Background: an optimization exercise with open tools, aiming at small area. Do not read the settings as production practice.
No run shown here included a check of the RTL's function; only the layout flow was run.
Power and IR drop assume default switching activity.

**flow/run.sh**
```bash
#!/bin/bash
# Standard layout, with two changes: the port buffers are the smallest
# buffer cell, and clock tree synthesis adds no dummy loads. Every tool's
# output is kept in a log file in the work folder.
set -euo pipefail
cd "$(dirname "${BASH_SOURCE[0]}")/.."
export BUFFER_PORTS_ARGS="-buffer_cell sky130_fd_sc_hd__buf_1"
export CTS_ARGS="-sink_clustering_enable -repair_clock_nets -dont_use_dummy_load -buf_list sky130_fd_sc_hd__clkbuf_8 -sink_clustering_size 23 -sink_clustering_max_diameter 60"
bash standard.sh > standard.log 2>&1
```
**config.mk**
```make
export PLATFORM = sky130hd
export DESIGN_NAME = ooo_core
export DESIGN_NICKNAME = ooo_core
export VERILOG_FILES = /design/flow/design.v
export SDC_FILE = /design/flow/constraint.sdc
export NUM_CORES = 4
export LEC_CHECK = 0
export CAP_MARGIN = 0
export CORE_MARGIN = 2
export CORE_UTILIZATION = 60
export SLEW_MARGIN = 0
```
**design.v**
```verilog
`timescale 1ns/10ps
module ooo_core
(
    input  logic        clk_in,
    input  logic        rst_in,
    input  logic        rdy_in,         
    input  logic        issue_valid,
    input  logic        issue_use_imm,
    input  logic [3:0]  issue_op,
    input  logic [4:0]  issue_rs1,
    input  logic [4:0]  issue_rs2,
    input  logic [4:0]  issue_rd,
    input  logic [31:0] issue_imm,
    output logic        issue_ready,
    output logic        commit_valid,
    output logic [4:0]  commit_rd,
    output logic [31:0] commit_value
);
    localparam logic [2:0] S_IDLE   = 3'd0;    
    localparam logic [2:0] S_LOAD   = 3'd1;    
    localparam logic [2:0] S_EXEC   = 3'd2;    
    localparam logic [2:0] S_ROT    = 3'd3;    
    localparam logic [2:0] S_WB     = 3'd4;    
    localparam logic [2:0] S_COMMIT = 3'd5;    
    logic [2:0]  state;
    logic [4:0]  t;           
    logic [2:0]  slot;        
    logic [2:0]  slot0;       
    logic        clr;         
    logic [31:0] res;
    logic        carry;
    logic [4:0]  shamt;
    logic [255:0] ring1, ring2, ring3;
    logic [223:0] ring0;
    logic [3:0]   tap;
    logic        last;
    logic        first;
    logic [4:0]  sel;         
    logic        hit;         
    logic        rbit;
    logic        bbit;
    logic        abit;
    logic        op_sub, op_sll, op_slt, op_sltu, op_xor, op_srl, op_sra, op_or, op_and;
    logic        op_shift, op_srx, op_cmp;
    logic        cin, bx, sum, cout, lt;
    logic        alu_bit;
    logic        cmp;
    logic        hold_res;
    logic        res_in;
    logic        wdata;
    logic        wr;
    logic        accept;
    assign last  = (t == 5'd31);
    assign first = (t == 5'd0);
    assign op_sub   = (issue_op == 4'd1);
    assign op_sll   = (issue_op == 4'd2);
    assign op_slt   = (issue_op == 4'd3);
    assign op_sltu  = (issue_op == 4'd4);
    assign op_xor   = (issue_op == 4'd5);
    assign op_srl   = (issue_op == 4'd6);
    assign op_sra   = (issue_op == 4'd7);
    assign op_or    = (issue_op == 4'd8);
    assign op_and   = (issue_op == 4'd9);
    assign op_srx   = op_srl | op_sra;
    assign op_shift = op_sll | op_srx;
    assign op_cmp   = op_slt | op_sltu;
    always_comb
    begin
        case (state)
            S_LOAD:  sel = issue_rs1;
            S_EXEC:  sel = issue_rs2;
            default: sel = issue_rd;
        endcase
    end
    assign hit  = (sel == 5'd0) ||
                  ((sel[4:3] == 2'd0) ? (slot0 == sel[2:0]) : (slot == sel[2:0])) ||
                  ((state == S_EXEC) && issue_use_imm);
    assign tap  = {ring3[0], ring2[0], ring1[0], ring0[0]};
    assign rbit = !clr && (sel != 5'd0) && tap[sel[4:3]];
    assign wr   = (state == S_WB) && hit && (sel != 5'd0);
    always_ff @(posedge clk_in)
    begin
        ring0 <= {(wr && (sel[4:3] == 2'd0)) ? wdata : (!clr && ring0[0]), ring0[223:1]};
        ring1 <= {(wr && (sel[4:3] == 2'd1)) ? wdata : (!clr && ring1[0]), ring1[255:1]};
        ring2 <= {(wr && (sel[4:3] == 2'd2)) ? wdata : (!clr && ring2[0]), ring2[255:1]};
        ring3 <= {(wr && (sel[4:3] == 2'd3)) ? wdata : (!clr && ring3[0]), ring3[255:1]};
    end
    assign abit = res[0];
    assign bbit = issue_use_imm ? issue_imm[t] : rbit;
    assign bx   = bbit ^ (op_sub | op_cmp);
    assign cin  = first ? (op_sub | op_cmp) : carry;
    assign sum  = abit ^ bx ^ cin;
    assign cout = (abit & bx) | (abit & cin) | (bx & cin);
    assign lt   = ~cout ^ (op_slt & (abit ^ bbit));    
    always_comb
    begin
        if (op_xor)        alu_bit = abit ^ bbit;
        else if (op_or)    alu_bit = abit | bbit;
        else if (op_and)   alu_bit = abit & bbit;
        else if (op_cmp)   alu_bit = last & lt;         
        else if (op_shift) alu_bit = abit;
        else               alu_bit = sum;
    end
    assign cmp      = ((op_srx ? ~t : t) < shamt);
    assign hold_res = (state == S_COMMIT) || ((state == S_ROT) && (cmp ^ op_srx));
    always_comb
    begin
        if (op_shift && cmp)   wdata = op_sra & res[31];    
        else if (op_cmp)       wdata = first & res[31];     
        else                   wdata = abit;
    end
    always_comb
    begin
        if (!hit)                  res_in = abit;       
        else if (state == S_LOAD)  res_in = rbit;
        else if (state == S_EXEC)  res_in = alu_bit;
        else                       res_in = wdata;
    end
    assign issue_ready  = (state == S_COMMIT);
    assign accept       = issue_ready && issue_valid && rdy_in;
    assign commit_valid = accept;
    assign commit_rd    = issue_rd;
    assign commit_value = res;
    always_ff @(posedge clk_in)
    begin
        if (!hold_res)
        begin
            res <= {res_in, res[31:1]};
        end
        carry <= cout;    
        if ((state == S_EXEC) && hit && (t < 5'd5))
        begin
            shamt <= {bbit, shamt[4:1]};
        end
    end
    always_ff @(posedge clk_in)
    begin
        if (rst_in)
        begin
            t     <= '0;
            slot  <= '0;
            slot0 <= 3'd1;
            clr   <= 1'b1;
            state <= S_IDLE;
        end
        else
        begin
            t <= t + 5'd1;
            if (last)
            begin
                slot  <= slot + 3'd1;
                slot0 <= {slot0[1:0], slot0[2] ^ slot0[1]};    
                if (slot == 3'd7)
                begin
                    clr <= 1'b0;    
                end
            end
            case (state)
                S_IDLE:   if (last && issue_valid) state <= S_LOAD;
                S_LOAD:   if (last && hit) state <= S_EXEC;
                S_EXEC:   if (last && hit) state <= op_shift ? S_ROT : S_WB;
                S_ROT:    if (last) state <= S_WB;
                S_WB:     if (last && hit) state <= S_COMMIT;
                S_COMMIT: if (accept) state <= S_IDLE;
                default:  state <= S_IDLE;
            endcase
        end
    end
endmodule
```
**standard.sh**
```bash
#!/bin/bash
# synth_recipe.tcl (not shown) runs the flow's synth.tcl, then flattens the netlist and writes it again
# the make line also repeats each setting of config.mk as NAME=value (left out here)
make -C /OpenROAD-flow-scripts/flow DESIGN_CONFIG=/design/flow/config.mk WORK_HOME=/design/flow/orfs CLKGATE_MAP_FILE= SYNTH_SCRIPT=/design/flow/synth_recipe.tcl "${@:-finish}"
```
**constraint.sdc**
```tcl
create_clock -name core_clock -period 10.0 [get_ports {clk_in}]
set_input_delay 2.0000 -clock core_clock [delete_from_list [all_inputs] [get_ports {clk_in}]]
set_output_delay 2.0000 -clock core_clock [all_outputs]
set_load 0.01 [all_outputs]
```
==> impl_metrics.toml, run 1 <==
[drt]
drt-wirelength-per-cell_um = 12.94
num_vias = 8369
drt-total-wl_um = 24730
vias_per_cell = 4.379
drcViolationCount = 0
drt-pass1-iter-count = 4
drtIter0Drc = 350
ant_nets = 0

[floorplanning]
die-area_um2 = 40080
num_rows = 71
dieWidth_um = 200.2
core_um2 = 37760
io_pins = 95
start_util = 0.6117
die-height_um = 200.2

[clock_network]
cts_setup_buffers = 0
htreeDepth = 2
clock_path_buffers = 3
clk_pin_slew_ps = 120
clock-sinks = 1045
root_buffer = "clkbuf_8"
clock_latency_ps = 640
cts.repair.resized = 0
cts_tree = "built"
postCtsHoldBufs = 0
cts_made_buffers = 52

[logic_synthesis]
ys_top_cells_by_area = "dfxtp_1 (87%), edfxtp_1 (4.8%), mux4_2 (0.98%)"
synth.top_cell.area_share = 0.8737
synth_edf_count = 37
synth_seq_cells = 1045
yosysMostFrequentCell = "dfxtp_1"
seq_area_frac_synth = 0.9218
synth_warnings = 1
async_flop_share = 0
synth_area_um2 = 23100
dominantRegCellSynth = "dfxtp_1"
ys_top_cells_by_count = "dfxtp_1 (1008), edfxtp_1 (37), nor2_1 (31)"
yosysTopAreaCell = "dfxtp_1"
syn_inst = 1275
syn-num-nets = 1343
synth.avg_cell_area_um2 = 18.11
ys_types = 60

[grt]
grt_max_degree = 33
grt_pass1_vias = 8126
grt_overflow = 0
grt_use_total = 0.1278
antenna_found_initial = 1
grt_pass1_wl_um = 41610

[min_path]
min_path_type = "reg2reg"
holdPathStages = 0
hp-start = "ring1[252]"
min_to = "ring1[251]"

[status]
status = "timing/DRC/antenna clean"

[power_and_ir_drop]
finalPower_mw = 5.786
pwr_density_cell_nw_per_um2 = 234.3
p_leak_nw = 9.645
ir_drop_uv = 162.2

[final_layout]
fin_nets = 1470
synthToLayoutAreaGrowth_pct = 6.940
multiInputGateArea_um2 = 1659
seq_area_um2 = 21290
drive_above_1_share = 0.05786
nFillCells = 2667
postLayoutCellArea_um2 = 24700
antenna_cells_inserted = 0

[timing]
tightest_slew_ps = 995.5
relSlewSlack = 0.3338
setup_viol = 0
rsz0062_at_grt = "false"
fin_skew_ps = 73.52
fin_setup_tns_ps = 0
period_share = 0.5107
fmaxAchievable_mhz = 195.8
hold_violations = 0
finalMaxSlewViolations = 0
period_needed_ps = 5107

[setup_path]
worstSetupPathType = "in2reg"
reg2reg_slack_ps = 5420
crit_required_ps = 10320
arrival_ps = 5430
reg2regPathDepth = 12
worstSetupStartpointType = "primary input"
r2r_end = "res[31]"
cp-end-kind = "flip-flop"
crit_fanout = 4
timing.rr.start = "t[0]"

[placed_design]
place.port_buffers = 94
dpl.hpwl_um = 13460
dpl_cell_area_um2 = 23980
place_congestion = 0.7890

[run]
cap_violations = 0
==> power by group <==
group | leakage (nW) | switching (mW) | internal, mW
clock network | 0.374 | 1.06 | 0.472
registers | 8.56 | 0.00686 | 4.18
logic | 0.711 | 0.0288 | 0.0294
total | 9.65 | 1.10 | 4.69
==> layout by cell type (no fill, tap or decap), types with 3 or more instances in the layout <==
master,synthesis,final
mux4_2,10,10
nor4b_1,3,3
o21ai_0,10,9
nor2b_1,7,7
o221ai_1,4,4
o32ai_2,3,3
inv_1,9,9
edfxtp_1,37,37
clkbuf_8,0,52
a21oi_1,8,8
ha_1,11,11
buf_1,1,94
o211ai_1,3,3
nor3_1,4,4
nand2b_1,7,7
nand3b_1,4,4
o21a_1,3,3
nor4_1,3,3
dfxtp_1,1008,1008
nand2_1,18,18
nor2_1,31,31
mux2i_1,15,15
xnor2_1,11,11
==> cell families (layout without fill, tap and decap cells) <==
| logic type | after synthesis | after routing | share of synthesized area |
|---|---|---|---|
| flops | 1045 | 1045 | 0.9218 |
| simple gates | 92 | 92 | 0.02221 |
| compound gates | 49 | 49 | 0.01696 |
| buf+inv | 32 | 157 | 0.006826 |
| mux | 30 | 30 | 0.01902 |
| xor+xnor | 15 | 15 | 0.006338 |
| fa+ha+maj | 12 | 12 | 0.006826 |
==> worst max-delay path by stage <==
stage / start / to
floorplan: issue_op[2] / res[0]
global placement: issue_rd[3] / res[31]
detailed placement: issue_imm[0] / res[31]
CTS: issue_rd[3] / res[31]
global route: issue_rd[3] / res[31]
finish: issue_rd[3] / res[31]
==> critical path: stages <==
cell       delay, ps
buf_1            230
nor2b_1          250
o32ai_4          140
nor2_1           280
mux2_1           350
o2111ai_1        250
mux2_2           260
xnor2_1          150
fa_1             460
o32ai_1          290
a21oi_1           70
o221ai_1         170
and3_1           180
o32ai_1           90
mux2_4           260
==> layout make-up <==
| class | instances | share of cell area |
|---|---|---|
| well taps | 511 | 0.02589 |
| multi-input cells | 198 | 0.06717 |
| inverters | 11 | 0.001672 |
| clock buffers | 52 | 0.02898 |
| flip-flops and latches | 1045 | 0.8620 |
| repair buffers | 94 | 0.01429 |
==> registers in the layout, indices dropped and copies added, names as in the netlist, 3 cells and up <==
| name | cells |
|---|---|
| state | 3 |
| slot0 | 3 |
| ring3 | 256 |
| t | 5 |
| shamt | 5 |
| ring1 | 256 |
| ring2 | 256 |
| ring0 | 224 |
| slot | 3 |
| res | 32 |
==> stage by stage <==
stage          cells  utilization  hold slack (ps)  setup WS, ps
6_report        1911       0.6542            303.9          4893
5_1_grt         1911       0.6542            306.4          4718
4_1_cts         1911       0.6542            298.9          4942
3_5_place_dp    1859       0.6352            312.1          4308
3_3_place_gp    1859       0.6352            310.6          4373
2_1_floorplan   1275            -            309.6          3625
==> metal layers <==
metal	GRT usage	vias up	wire [µm]
met3	0.03205	54	1196
li1	-	4284	-
met5	0	-	13
met4	0.05757	2	740
met2	0.1535	131	8436
met1	0.2111	3898	14340
==> run 2, diff against run 1 <==
--- a/design.v
+++ b/design.v
@@ -46,4 +46,6 @@
     logic        alu_bit;
     logic        cmp;
+    logic        cmp_n;
+    logic [4:0]  cmp_s;
     logic        hold_res;
     logic        res_in;
@@ -102,9 +104,12 @@
         else               alu_bit = sum;
     end
-    assign cmp      = ((op_srx ? ~t : t) < shamt);
-    assign hold_res = (state == S_COMMIT) || ((state == S_ROT) && (cmp ^ op_srx));
+    assign {cmp_n, cmp_s} = {1'b0, t} + {1'b0, op_srx ? shamt : ~shamt} + {5'd0, ~op_srx};
+    assign cmp      = ~cmp_n;
+    assign hold_res = (state == S_COMMIT) || ((state == S_ROT) && cmp) ||
+                      (((state == S_LOAD) || (state == S_EXEC) || (state == S_WB)) && !hit);
     always_comb
     begin
-        if (op_shift && cmp)   wdata = op_sra & res[31];    
+        if (op_srx)            wdata = (state == S_ROT) ? (op_sra & res[31]) : abit;
+        else if (op_sll)       wdata = !cmp && abit;
         else if (op_cmp)       wdata = first & res[31];     
         else                   wdata = abit;
@@ -112,6 +117,5 @@
     always_comb
     begin
-        if (!hit)                  res_in = abit;       
-        else if (state == S_LOAD)  res_in = rbit;
+        if (state == S_LOAD)       res_in = rbit;       
         else if (state == S_EXEC)  res_in = alu_bit;
         else                       res_in = wdata;
==> impl_metrics.toml, run 2 <==
[status]
status = "timing/DRC/antenna clean"

[power_and_ir_drop]
ir_drop_uv = 166.7
p_leak_nw = 9.629
finalPower_mw = 6.062
pwr_density_cell_nw_per_um2 = 245.3

[grt]
grt_pass1_vias = 8341
grt_pass1_wl_um = 41540
grt_max_degree = 33
antenna_found_initial = 0
grt_use_total = 0.1266
grt_overflow = 0

[clock_network]
root_buffer = "clkbuf_8"
clock-sinks = 1045
cts_made_buffers = 52
clock_path_buffers = 3
postCtsHoldBufs = 0
cts_tree = "built"
clk_pin_slew_ps = 110
cts.repair.resized = 0
htreeDepth = 2
clock_latency_ps = 650
cts_setup_buffers = 0

[final_layout]
nFillCells = 2698
postLayoutCoreUtil = 0.6545
instances_no_fill = 1930
antenna_cells_inserted = 0
fin_nets = 1489
synthToLayoutAreaGrowth_pct = 6.959
mostFrequentLayoutCells = "dfxtp_1 (1008), buf_1 (94), clkbuf_8 (52), edfxtp_1 (37), nor2_1 (26)"
drive_above_1_share = 0.05144
mostFrequentLayoutCell = "dfxtp_1"
reg_top3 = "ring1 (256), ring2 (256), ring3 (256)"

[run]
cap_violations = 0

[floorplanning]
die-height_um = 200.2
io_pins = 95
die-area_um2 = 40090
dieWidth_um = 200.2
num_rows = 71
core_um2 = 37760
start_util = 0.6119

[setup_path]
worstSetupStartpointType = "primary input"
cp-end-kind = "flip-flop"
worstSetupStartpoint = "issue_op[2]"
reg2regPathDepth = 11
timing.rr.start = "state[2]"
worstSetupPathType = "in2reg"
cp.depth = 10
arrival_ps = 4910
endpoint = "res[4]"
critical-path-top-delay-family = "compound AO/OA/AOI/OAI gates"
crit_required_ps = 10210
cpMostUsedCell = "nand2_1"
crit_chain = "buf_1 > nor2b_1 > nand2_1 > xor2_1 > ha_1 > nand2_1 > o31ai_1 > a31oi_1 > a31o_2 > a31oi_4"
crit_fanout = 32
critPathBufInv = 1
r2r_end = "res[31]"
reg2reg_slack_ps = 5840
cpPeakStageDelay_ps = 790
cpMaxStageDelayCell = "a31oi_4"

[timing]
hold_violations = 0
fin_setup_tns_ps = 0
relSlewSlack = 0.3226
rsz0062_at_grt = "false"
period_share = 0.4697
fin_skew_ps = 60.30
finalMaxSlewViolations = 0
setup_viol = 0
period_needed_ps = 4697
tightest_slew_ps = 1016
fmaxAchievable_mhz = 212.9

[min_path]
min_path_type = "reg2reg"

[drt]
ant_nets = 0
drt-total-wl_um = 24550
drt-wirelength-per-cell_um = 12.72
drtIter0Drc = 270
num_vias = 8565
drcViolationCount = 0
drt-pass1-iter-count = 4
vias_per_cell = 4.438

[logic_synthesis]
ys_types = 55
synth_area_um2 = 23100
synth_top_family_by_area = "simple AND/OR/NAND/NOR gates"
synth-simple-area-share = 0.02101
synth_edf_count = 37
yosysMostFrequentCell = "dfxtp_1"
dominantRegCellSynth = "dfxtp_1"
synth_compound_area_frac = 0.02058
synthAdderAreaFrac = 0.006824
seq_area_frac_synth = 0.9216
synth.top_cell.area_share = 0.8735
synth_warnings = 1
async_flop_share = 0
yosysTopAreaCell = "dfxtp_1"
ys_top_cells_by_count = "dfxtp_1 (1008), edfxtp_1 (37), nor2_1 (26)"
synth_xor_area_frac = 0.004170
syn_inst = 1295
synth_seq_cells = 1045
synth_mux_area_frac = 0.01858
ys_top_cells_by_area = "dfxtp_1 (87%), edfxtp_1 (4.8%), mux4_2 (0.97%)"
syn-num-nets = 1363
synth.avg_cell_area_um2 = 17.84

[placed_design]
place.port_buffers = 94
place_congestion = 0.7943
dpl.hpwl_um = 13310
dp_cells = 1878
run 2: cell type report:
| class | count | area [µm²] | share of cell area |
|---|---|---|---|
| tap | 511 | 639.4 | 0.02587 |
| clock buffer | 52 | 715.7 | 0.02896 |
| sequential | 1045 | 21290 | 0.8616 |
| inverter | 12 | 45.04 | 0.001823 |
| multi-input combinational | 215 | 1659 | 0.06714 |
| timing repair buffer | 95 | 360.3 | 0.01458 |
run 2: stage by stage:
| step | setup WS, ps | area, µm² | hold WS [ps] |
|---|---|---|---|
| 5_1_grt | 5025 | 24710 | 275.6 |
| 3_5_place_dp | 4663 | 23990 | 312.1 |
| 6_report | 5303 | 24710 | 283.0 |
| 3_3_place_gp | 4771 | 23990 | 310.6 |
| 4_1_cts | 5348 | 24710 | 278.6 |
| 2_1_floorplan | 4189 | 23100 | 309.6 |
run 2: power by group:
part	internal (mW)	switching (mW)	total (mW)
clock	0.472	1.05	1.52
combinational	0.0790	0.125	0.204
sequential	4.28	0.0519	4.33
run 2: worst min path at each step:
stage,from,end,slack [ps],cells past startpoint
final,ring0[3],ring0[2],280,0
after global routing,ring0[3],ring0[2],280,0
after CTS,ring0[3],ring0[2],280,0
after detailed placement,ring0[101],ring0[100],310,0
after global placement,ring3[39],ring3[38],310,0
after floorplan,ring0[1],ring0[0],310,0
run 2: cell families (layout without fill, tap and decap cells):
logic type               after synthesis  after routing
AO/OA/AOI/OAI                         66             66
XOR/XNOR                              11             11
adder cells (fa/ha/maj)               12             12
buffers and inverters                 35            159
flip-flops                          1045           1045
multiplexers                          30             30
AND/OR/NAND/NOR                       96             96
run 2: layer usage:
layer,routed length (µm),share of wire,global-route usage
met3,966,0.039,0.02799
met2,8783,0.36,0.1587
met4,793,0.032,0.05784
met5,0,0,0
met1,14010,0.57,0.2055

[afterwards: timing with drivers on the ports]
The results above use ideal ports. As a check the final layouts listed here were re-extracted and re-timed, cells and wires unchanged. Step 1, drivers: a clkbuf_16 drives clk_in and a buf_2 each remaining input, both assumed. Step 2, shift: input delay + t, output delay - t, t = (earliest + latest rising clock arrival at the registers) / 2. This alone moves slack from input paths to output paths. Slacks: ideal / step 1 / step 2; pairs: ideal / step 1.
run | t, ns | setup WS [ns] | worst data-port slew with drivers (ns) | cell pins on the clock port's net
run 1 | 0.661 | 4.893 / 4.919 / 4.257 | 0.09 | 1
run 2 | 0.669 | 5.303 / 5.315 / 4.646 | 0.04 | 1
After both steps every run listed still meets setup and hold. For run 2, which loses most, drivers alone change the setup slack by +0.012 ns; drivers and shift together by -0.657 ns.
